What follows belongs to an exercise in optimizing a design on an open flow for small area, a short achievable clock period and few clock cycles per item; a production flow would make more cautious choices.
In this exercise RTL edits were held to simulation tests only and were not proved equivalent to the original.
Power is estimated from default activity; no workload was simulated.

===== design.v =====
`default_nettype none
package lru_pkg;
  localparam int KEY_SPACE_DEF  = 64;
  localparam int MAX_FRAMES_DEF = 8;
  localparam int              CFG_W     = 4;
  localparam logic [CFG_W-1:0] CFG_RESET = 4'd4;
endpackage
`default_nettype wire
`default_nettype none
module lru_ram #(
  parameter  int WIDTH = 8,
  parameter  int DEPTH = 64,
  localparam int AW    = $clog2(DEPTH)
) (
  input  wire logic             clk,
  input  wire logic             we,
  input  wire logic [AW-1:0]    wr_addr,
  input  wire logic [WIDTH-1:0] wr_data,
  input  wire logic [AW-1:0]    rd_addr,
  output logic      [WIDTH-1:0] rd_data_r
);
  logic [WIDTH-1:0] mem_r [DEPTH];
  always_ff @(posedge clk) begin
    if (we) begin
      mem_r[wr_addr] <= wr_data;
    end
    rd_data_r <= mem_r[rd_addr];
  end
endmodule
`default_nettype wire
`default_nettype none
module lru_ctrl #(
  parameter  int KEY_SPACE  = lru_pkg::KEY_SPACE_DEF,
  parameter  int MAX_FRAMES = lru_pkg::MAX_FRAMES_DEF,
  localparam int KW         = $clog2(KEY_SPACE),
  localparam int CW         = $clog2(MAX_FRAMES + 1)
) (
  input  wire logic                      clk,
  input  wire logic                      rst_n,
  input  wire logic                      in_valid,
  output logic                           in_ready,
  input  wire logic [KW-1:0]             in_key,
  input  wire logic [lru_pkg::CFG_W-1:0] frames_in_use,
  output logic                           res_valid,
  input  wire logic                      res_take,
  output logic                           res_hit,
  output logic                           res_evicted,
  output logic [KW-1:0]                  res_evicted_key,
  output logic [CW-1:0]                  res_occupancy
);
  localparam int         LW = (CW > lru_pkg::CFG_W) ? CW : lru_pkg::CFG_W;
  localparam logic [KW:0] KS = (KW + 1)'(KEY_SPACE);
  typedef enum logic [6:0] {
    S_IDLE  = 7'b0000001,
    S_LOOK  = 7'b0000010,
    S_EVICT = 7'b0000100,
    S_INS   = 7'b0001000,
    S_FIX   = 7'b0010000,
    S_LINK  = 7'b0100000,
    S_DONE  = 7'b1000000
  } state_t;
  state_t          state_r, state_nxt;
  logic [KW-1:0]   key_r, key_nxt;
  logic [KW-1:0]   head_r, head_nxt;
  logic [KW-1:0]   tail_r, tail_nxt;
  logic [KW-1:0]   p_r, p_nxt;
  logic [KW-1:0]   n_r, n_nxt;
  logic [CW-1:0]   count_r, count_nxt;
  logic            hit_r, hit_nxt;
  logic            ev_r, ev_nxt;
  logic [KW-1:0]   evk_r, evk_nxt;
  logic [KEY_SPACE-1:0] vld_r;
  logic            prev_we;
  logic [KW-1:0]   prev_waddr, prev_raddr;
  logic [KW:0]     prev_wdata, prev_rdata;
  logic            next_we;
  logic [KW-1:0]   next_waddr, next_raddr, next_wdata, next_rdata;
  logic [KW:0]     key_ext;
  logic [KW-1:0]   key_red;
  logic [LW-1:0]   lim_raw, lim;
  logic            present;
  logic            evict_now;
  lru_ram #(.WIDTH(KW + 1), .DEPTH(KEY_SPACE)) u_prev_ram (
    .clk       (clk),
    .we        (prev_we),
    .wr_addr   (prev_waddr),
    .wr_data   (prev_wdata),
    .rd_addr   (prev_raddr),
    .rd_data_r (prev_rdata)
  );
  lru_ram #(.WIDTH(KW), .DEPTH(KEY_SPACE)) u_next_ram (
    .clk       (clk),
    .we        (next_we),
    .wr_addr   (next_waddr),
    .wr_data   (next_wdata),
    .rd_addr   (next_raddr),
    .rd_data_r (next_rdata)
  );
  always_comb begin
    key_ext = {1'b0, in_key};
    if (key_ext >= KS) begin
      key_red = KW'(key_ext - KS);
    end else begin
      key_red = in_key;
    end
  end
  always_comb begin
    lim_raw = LW'(frames_in_use);
    if (lim_raw == '0) begin
      lim = LW'(1);
    end else if (lim_raw > LW'(MAX_FRAMES)) begin
      lim = LW'(MAX_FRAMES);
    end else begin
      lim = lim_raw;
    end
  end
  assign present   = vld_r[key_r] & prev_rdata[KW];
  assign evict_now = (LW'(count_r) >= lim) && (count_r != '0);
  always_comb begin
    state_nxt  = state_r;
    key_nxt    = key_r;
    head_nxt   = head_r;
    tail_nxt   = tail_r;
    p_nxt      = p_r;
    n_nxt      = n_r;
    count_nxt  = count_r;
    hit_nxt    = hit_r;
    ev_nxt     = ev_r;
    evk_nxt    = evk_r;
    prev_we    = 1'b0;
    prev_waddr = key_r;
    prev_wdata = {1'b1, key_r};
    prev_raddr = key_r;
    next_we    = 1'b0;
    next_waddr = key_r;
    next_wdata = head_r;
    next_raddr = key_r;
    case (state_r)
      S_IDLE: begin
        if (in_valid) begin
          key_nxt    = key_red;
          prev_raddr = key_red;
          next_raddr = key_red;
          state_nxt  = S_LOOK;
        end
      end
      S_LOOK: begin
        hit_nxt = present;
        ev_nxt  = 1'b0;
        evk_nxt = '0;
        p_nxt   = prev_rdata[KW-1:0];
        n_nxt   = next_rdata;
        if (present) begin
          if (key_r == head_r) begin
            state_nxt = S_DONE;
          end else begin
            next_we    = 1'b1;
            next_waddr = prev_rdata[KW-1:0];
            next_wdata = next_rdata;
            prev_we    = 1'b1;
            prev_waddr = head_r;
            prev_wdata = {1'b1, key_r};
            state_nxt  = S_LINK;
          end
        end else if (evict_now) begin
          prev_raddr = tail_r;
          state_nxt  = S_EVICT;
        end else begin
          state_nxt = S_INS;
        end
      end
      S_EVICT: begin
        ev_nxt     = 1'b1;
        evk_nxt    = tail_r;
        prev_we    = 1'b1;
        prev_waddr = tail_r;
        prev_wdata = {1'b0, {KW{1'b0}}};
        tail_nxt   = prev_rdata[KW-1:0];
        count_nxt  = CW'(count_r - 1'b1);
        state_nxt  = S_INS;
      end
      S_INS: begin
        if (count_r != '0) begin
          prev_we    = 1'b1;
          prev_waddr = head_r;
          prev_wdata = {1'b1, key_r};
          next_we    = 1'b1;
          next_waddr = key_r;
          next_wdata = head_r;
        end
        state_nxt = S_FIX;
      end
      S_FIX: begin
        prev_we    = 1'b1;
        prev_waddr = key_r;
        prev_wdata = {1'b1, {KW{1'b0}}};
        head_nxt   = key_r;
        if (count_r == '0) begin
          tail_nxt = key_r;
        end
        if (count_r < CW'(MAX_FRAMES)) begin
          count_nxt = CW'(count_r + 1'b1);
        end
        state_nxt = S_DONE;
      end
      S_LINK: begin
        next_we    = 1'b1;
        next_waddr = key_r;
        next_wdata = head_r;
        head_nxt   = key_r;
        if (key_r == tail_r) begin
          tail_nxt = p_r;
        end else begin
          prev_we    = 1'b1;
          prev_waddr = n_r;
          prev_wdata = {1'b1, p_r};
        end
        state_nxt = S_DONE;
      end
      S_DONE: begin
        if (res_take) begin
          state_nxt = S_IDLE;
        end
      end
      default: begin
        state_nxt = S_IDLE;
      end
    endcase
  end
  always_ff @(posedge clk) begin
    if (!rst_n) begin
      state_r <= S_IDLE;
      count_r <= '0;
      head_r  <= '0;
      tail_r  <= '0;
      vld_r   <= '0;
    end else begin
      state_r <= state_nxt;
      count_r <= count_nxt;
      head_r  <= head_nxt;
      tail_r  <= tail_nxt;
      if (prev_we) begin
        vld_r[prev_waddr] <= 1'b1;
      end
    end
  end
  always_ff @(posedge clk) begin
    key_r <= key_nxt;
    p_r   <= p_nxt;
    n_r   <= n_nxt;
    hit_r <= hit_nxt;
    ev_r  <= ev_nxt;
    evk_r <= evk_nxt;
  end
  assign in_ready        = (state_r == S_IDLE);
  assign res_valid       = (state_r == S_DONE);
  assign res_hit         = hit_r;
  assign res_evicted     = ev_r;
  assign res_evicted_key = evk_r;
  assign res_occupancy   = count_r;
endmodule
`default_nettype wire
`default_nettype none
module lru_page_reference_tracker_unit #(
  parameter  int KEY_SPACE  = lru_pkg::KEY_SPACE_DEF,
  parameter  int MAX_FRAMES = lru_pkg::MAX_FRAMES_DEF,
  localparam int KW         = $clog2(KEY_SPACE),
  localparam int CW         = $clog2(MAX_FRAMES + 1)
) (
  input  wire logic                      clk,
  input  wire logic                      rst_n,
  input  wire logic                      in_valid,
  output logic                           in_ready,
  input  wire logic [KW-1:0]             in_page_key,
  output logic                           out_valid,
  input  wire logic                      out_ready,
  output logic                           out_hit,
  output logic                           out_evicted,
  output logic [KW-1:0]                  out_evicted_key,
  output logic [CW-1:0]                  out_occupancy,
  input  wire logic                      cfg_valid,
  output logic                           cfg_ready,
  input  wire logic [lru_pkg::CFG_W-1:0] cfg_frames_in_use
);
  logic [lru_pkg::CFG_W-1:0] frames_r;
  logic             res_valid;
  logic             res_take;
  logic             res_hit;
  logic             res_evicted;
  logic [KW-1:0]    res_evicted_key;
  logic [CW-1:0]    res_occupancy;
  logic             out_valid_r;
  logic             hit_r;
  logic             evicted_r;
  logic [KW-1:0]    evicted_key_r;
  logic [CW-1:0]    occupancy_r;
  lru_ctrl #(
    .KEY_SPACE  (KEY_SPACE),
    .MAX_FRAMES (MAX_FRAMES)
  ) u_ctrl (
    .clk             (clk),
    .rst_n           (rst_n),
    .in_valid        (in_valid),
    .in_ready        (in_ready),
    .in_key          (in_page_key),
    .frames_in_use   (frames_r),
    .res_valid       (res_valid),
    .res_take        (res_take),
    .res_hit         (res_hit),
    .res_evicted     (res_evicted),
    .res_evicted_key (res_evicted_key),
    .res_occupancy   (res_occupancy)
  );
  assign cfg_ready = 1'b1;
  always_ff @(posedge clk) begin
    if (!rst_n) begin
      frames_r <= lru_pkg::CFG_RESET;
    end else if (cfg_valid) begin
      frames_r <= cfg_frames_in_use;
    end
  end
  assign res_take = res_valid && (!out_valid_r || out_ready);
  always_ff @(posedge clk) begin
    if (!rst_n) begin
      out_valid_r <= 1'b0;
    end else if (res_take) begin
      out_valid_r <= 1'b1;
    end else if (out_ready) begin
      out_valid_r <= 1'b0;
    end
  end
  always_ff @(posedge clk) begin
    if (res_take) begin
      hit_r         <= res_hit;
      evicted_r     <= res_evicted;
      evicted_key_r <= res_evicted_key;
      occupancy_r   <= res_occupancy;
    end
  end
  assign out_valid       = out_valid_r;
  assign out_hit         = hit_r;
  assign out_evicted     = evicted_r;
  assign out_evicted_key = evicted_key_r;
  assign out_occupancy   = occupancy_r;
endmodule
`default_nettype wire

===== run.sh =====
#!/bin/bash
# synth_recipe.tcl (not shown) runs the flow's synth.tcl, then flattens the netlist and writes it again
# the make line also repeats each setting of config.mk as NAME=value (left out here)
make -C /OpenROAD-flow-scripts/flow DESIGN_CONFIG=/design/flow/config.mk WORK_HOME=/design/flow/orfs CLKGATE_MAP_FILE= SYNTH_SCRIPT=/design/flow/synth_recipe.tcl finish

===== config.mk =====
export PLATFORM = sky130hd
export DESIGN_NAME = lru_page_reference_tracker_unit
export DESIGN_NICKNAME = lru_page_reference_tracker_unit
export VERILOG_FILES = /design/flow/design.v
export SDC_FILE = /design/flow/constraint.sdc
export NUM_CORES = 4
export LEC_CHECK = 0
export CAP_MARGIN = 20
export CORE_MARGIN = 2
export CORE_UTILIZATION = 40
export PLACE_DENSITY = 0.6
export SLEW_MARGIN = 20

===== constraint.sdc =====
create_clock -name core_clock -period 5.5 [get_ports {clk}]
set_input_delay 1.1000 -clock core_clock [delete_from_list [all_inputs] [get_ports {clk}]]
set_output_delay 1.1000 -clock core_clock [all_outputs]
set_load 0.01 [all_outputs]

==> impl_metrics.toml <==
[global_routing]
grt_max_degree = 139
grt.overflow.total = 0
grt_pass1_vias = 25100
antenna_found_initial = 0
grt_util_all_layers_pct = 20.3
grt_first_pass_wirelength_mm = 159

[synth]
synthFlopType = "edfxtp_1"
syn_nets = 3026
ys_warn_count = 4
syn-cell-area_mm2 = 0.0406
async_reset_ff_share_pct = 0
synth_area_per_cell_um2 = 13.5
ys_seq_elements = 975
synthCells = 3001
ys_types = 79
yosysSeqAreaShare_pct = 69.4
synth_edf_count = 864

[power]
fin_total_pwr_mw = 19.7
ir_drop_mv = 0.325
leakage_nw = 15.7
p_per_area_mw_per_mm2 = 427

[timing]
finalCriticalPeriod_ns = 5.28
fin_crit_sh_pct = 96.0
maxSlewViolCount = 0
hold-worst-slack_ns = 0.418
finClkSkew_ns = 0.0420
fin_setup_tns_ns = 0
hold_viol_final = 0
setup_viol = 0
worst_pin_slew_ns = 1.09
clock.fmax_mhz = 189
rsz0062_at_grt = "true"
max_slew_margin_pct = 26.9

[clock_network]
clock_latency_ns = 0.69
clockRootBuffer = "clkbuf_16"
clockBufferDepth = 3
cts.hold.buffers_added = 0
clock-sinks = 975
cts_tree = "yes"
clk_pin_slew_worst_paths_ns = 0.06
htreeDepth = 3
cts_buffers = 101

[setup_path]
worst-path-max-fanout = 17
r2r-end = "u_ctrl.u_prev_ram.mem_r[44][5]"
criticalPathCategory = "reg -> reg"
crit_slowest_cell = "dfxtp_1"
critPathLaunchType = "flop"
max_stage_delay_ns = 0.94
end_kind = "flop"
critPathRequiredTime_ns = 5.81
ff2ff_setup_slack_ns = 0.22
cp.arrival_ns = 5.60
critPathMostFrequentCell = "nor2b_1"
worstReg2RegStart = "u_ctrl.key_r[3]"
path_cells = "nor2b_1 -> nand2_1 -> and3_2 -> nor2_4 -> inv_2 -> o21a_1 -> o22ai_2 -> nor2b_1 -> nand2b_1 -> nor2_1"
reg2regPathDepth = 10

[floorplan]
die_y_um = 323
num_io_pins = 30
die_x_um = 323
die_area_mm2 = 0.104
start_util_pct = 40.4
core_mm2 = 0.100
fp-row-count = 116

[drt]
drt-wirelength-per-cell_um = 23.5
routed_wl_mm = 106
via_per_inst = 5.65
drt-initial-drc-count = 2540
drc_errors = 0
dr_total_vias = 25400
ant_nets = 0
drt_pre_antenna_iters = 7

[job]
maxCapViolations = 0

[placed_design]
dp_hpwl_mm = 67.4
portBuffers = 28
place_inst = 4304
globalplace.congestion = 0.922

[hold_path]
min-delay-path-class = "reg -> reg"
hp-start = "u_ctrl.evk_r[2]"
hold_depth = 0
min_delay_worst_endpoint = "evicted_key_r[2]"

[finish]
area_growth_pct = 13.9
num-fill-cells = 8837
layout_commonest_cell = "edfxtp_1"
register_area_mm2 = 0.0282
multiInputGateArea_mm2 = 0.0118
diodes = 0
layout.nets = 3075
final_cells = 4494
mostFrequentLayoutCells = "864 x edfxtp_1, 527 x nand2_1, 214 x nand3_1"
drive_gt1_share_pct = 14.0

[run_status]
outcome = "finished clean"
## worst max-delay path: cells and delay by family, from the launching register on
kind	cells	cell delay [ns]
AND/OR/NAND/NOR	7	3.00
flip-flops	1	0.94
AO/OA/AOI/OAI	2	0.79
buffers and inverters	1	0.16
## where the power goes
part           total (mW)  leakage [nW]  internal (mW)  switching (mW)
logic                4.55          5.21           1.48            3.06
clock network        6.68          1.59           3.79            2.89
registers            8.50          8.94           8.33           0.165
## how the worst max path moves through the flow
stage / endpoint / slack (ns) / from
3_5_place_dp: u_ctrl.u_prev_ram.rd_data_r[1] / 0.20 / in_valid
2_1_floorplan: u_ctrl.u_next_ram.mem_r[0][0] / -0.32 / u_ctrl.key_r[1]
6_report: u_ctrl.u_prev_ram.mem_r[44][5] / 0.22 / u_ctrl.key_r[3]
4_1_cts: u_ctrl.u_prev_ram.mem_r[47][3] / 0.29 / u_ctrl.key_r[3]
3_3_place_gp: u_ctrl.u_prev_ram.mem_r[47][3] / 0.31 / u_ctrl.key_r[1]
5_1_grt: u_ctrl.u_prev_ram.mem_r[44][4] / -0.03 / u_ctrl.key_r[1]
## area by class of cell
class                           count  share of cell area, %
Clock buffer                      127                   5.79
Clock inverter                     63                   1.25
Inverter                           25                  0.208
Multi-Input combinational cell   1811                   25.5
Sequential cell                   975                   60.9
Tap cell                         1357                   3.67
Timing Repair Buffer              136                   2.70
## cell families after synthesis
kind of cell               Yosys count  share of synthesized area, %
DFF                                975                          69.4
xor gates and xnor gates            21                         0.453
AOI/OAI and AO/OA                  372                          6.87
buffers and inverters              215                          2.20
adders and majority gates           10                         0.327
muxes                              291                          8.36
other                                1                       0.00923
and+or+nand+nor                   1116                          12.4
## cell usage after synthesis, types with 5 or more instances
library cell / instances / area, µm²
inv_1: 22 / 82.6
dfxtp_1: 111 / 2220
buf_1: 15 / 56.3
o211ai_1: 5 / 37.5
nor2_1: 157 / 589
mux4_2: 28 / 631
a41oi_1: 27 / 236
o22a_1: 12 / 105
mux2i_1: 158 / 1580
o22ai_1: 27 / 169
ha_1: 9 / 113
a22oi_1: 20 / 150
and4b_1: 5 / 50.1
clkbuf_1: 131 / 492
a21boi_0: 9 / 67.6
nor3b_1: 5 / 37.5
and3_1: 31 / 194
nor4_1: 11 / 68.8
a311oi_1: 60 / 526
a21o_1: 5 / 37.5
o211a_1: 8 / 80.1
nand3_1: 214 / 1070
a221oi_1: 16 / 140
nor2b_1: 50 / 313
xnor2_1: 17 / 149
o21ai_0: 38 / 190
and2_1: 18 / 113
a21oi_1: 34 / 170
a32o_1: 9 / 90.1
buf_2: 37 / 185
edfxtp_1: 864 / 25900
a211oi_1: 10 / 75.1
mux2_2: 105 / 1180
nand2b_1: 8 / 50.1
o21a_1: 13 / 97.6
nand2_1: 532 / 2000
nor3_1: 34 / 170
a31oi_1: 35 / 219
o31ai_1: 5 / 37.5
a22o_1: 10 / 87.6
nand4_1: 22 / 138
## state kept, by name, summed over array words and instances, names as in the netlist, 7 cells and up
signal and cells:
u_ctrl.u_prev_ram.rd_data_r 7, u_ctrl.state_r 7, u_ctrl.u_next_ram.mem_r 384, u_ctrl.vld_r 64, u_ctrl.u_prev_ram.mem_r 448
## repair_timing
action,in CTS,in global routing
buffers inserted,0,0
hold endpoints to repair,0,0
endpoints found under the setup margin,0,20
gates resized for setup,0,1
## metrics by stage
stage               worst slack (ns)  area (µm²)  util, %
CTS                            0.287       46200     46.0
global route                 -0.0268       46200     46.0
finish                         0.218       46200     46.0
detailed placement             0.200       43000     42.8
floorplan                     -0.325       40600        -
global placement               0.313       43000     42.8
## routing by layer
layer,vias to the layer above,GRT usage [%],wire [µm]
met1,12800,28.6,46400
met3,180,2.91,6930
met2,930,32.4,49400
met4,0,6.75,3010
li1,11500,-,-
met5,-,0,0
Testbench counts, summed over its fixed seeds: cycles 72,290, items 16,384.

## static timing again, ports no longer ideal
The results above use ideal ports. As a check the final layout listed here was re-extracted and re-timed, cells and wires unchanged.
Step 1 (the two cells are an assumption about what drives the block):
set clk [get_ports {clk}]
set_driving_cell -lib_cell sky130_fd_sc_hd__clkbuf_16 $clk
set_driving_cell -lib_cell sky130_fd_sc_hd__buf_2 [delete_from_list [all_inputs] $clk]
Step 2 times the ports against the registers' clock, not the clock port: input delays grow and output delays shrink by t, the midpoint of the rising clock arrivals with the driver on.
Three values: no drivers, after step 1, after step 2; two values: the first two.
t, ns: 0.741
setup slack, ns: 0.218 / 0.218 / 0.218
worst setup path after step 2: register to register
latest minus earliest clock arrival (ns): 0.045 / 0.044
worst register clock-pin slew, ns: 0.07 / 0.07
After both steps setup and hold are still met in this run. The setup slack of this run moves by 0.000 ns with the drivers and by 0.000 ns with both steps.
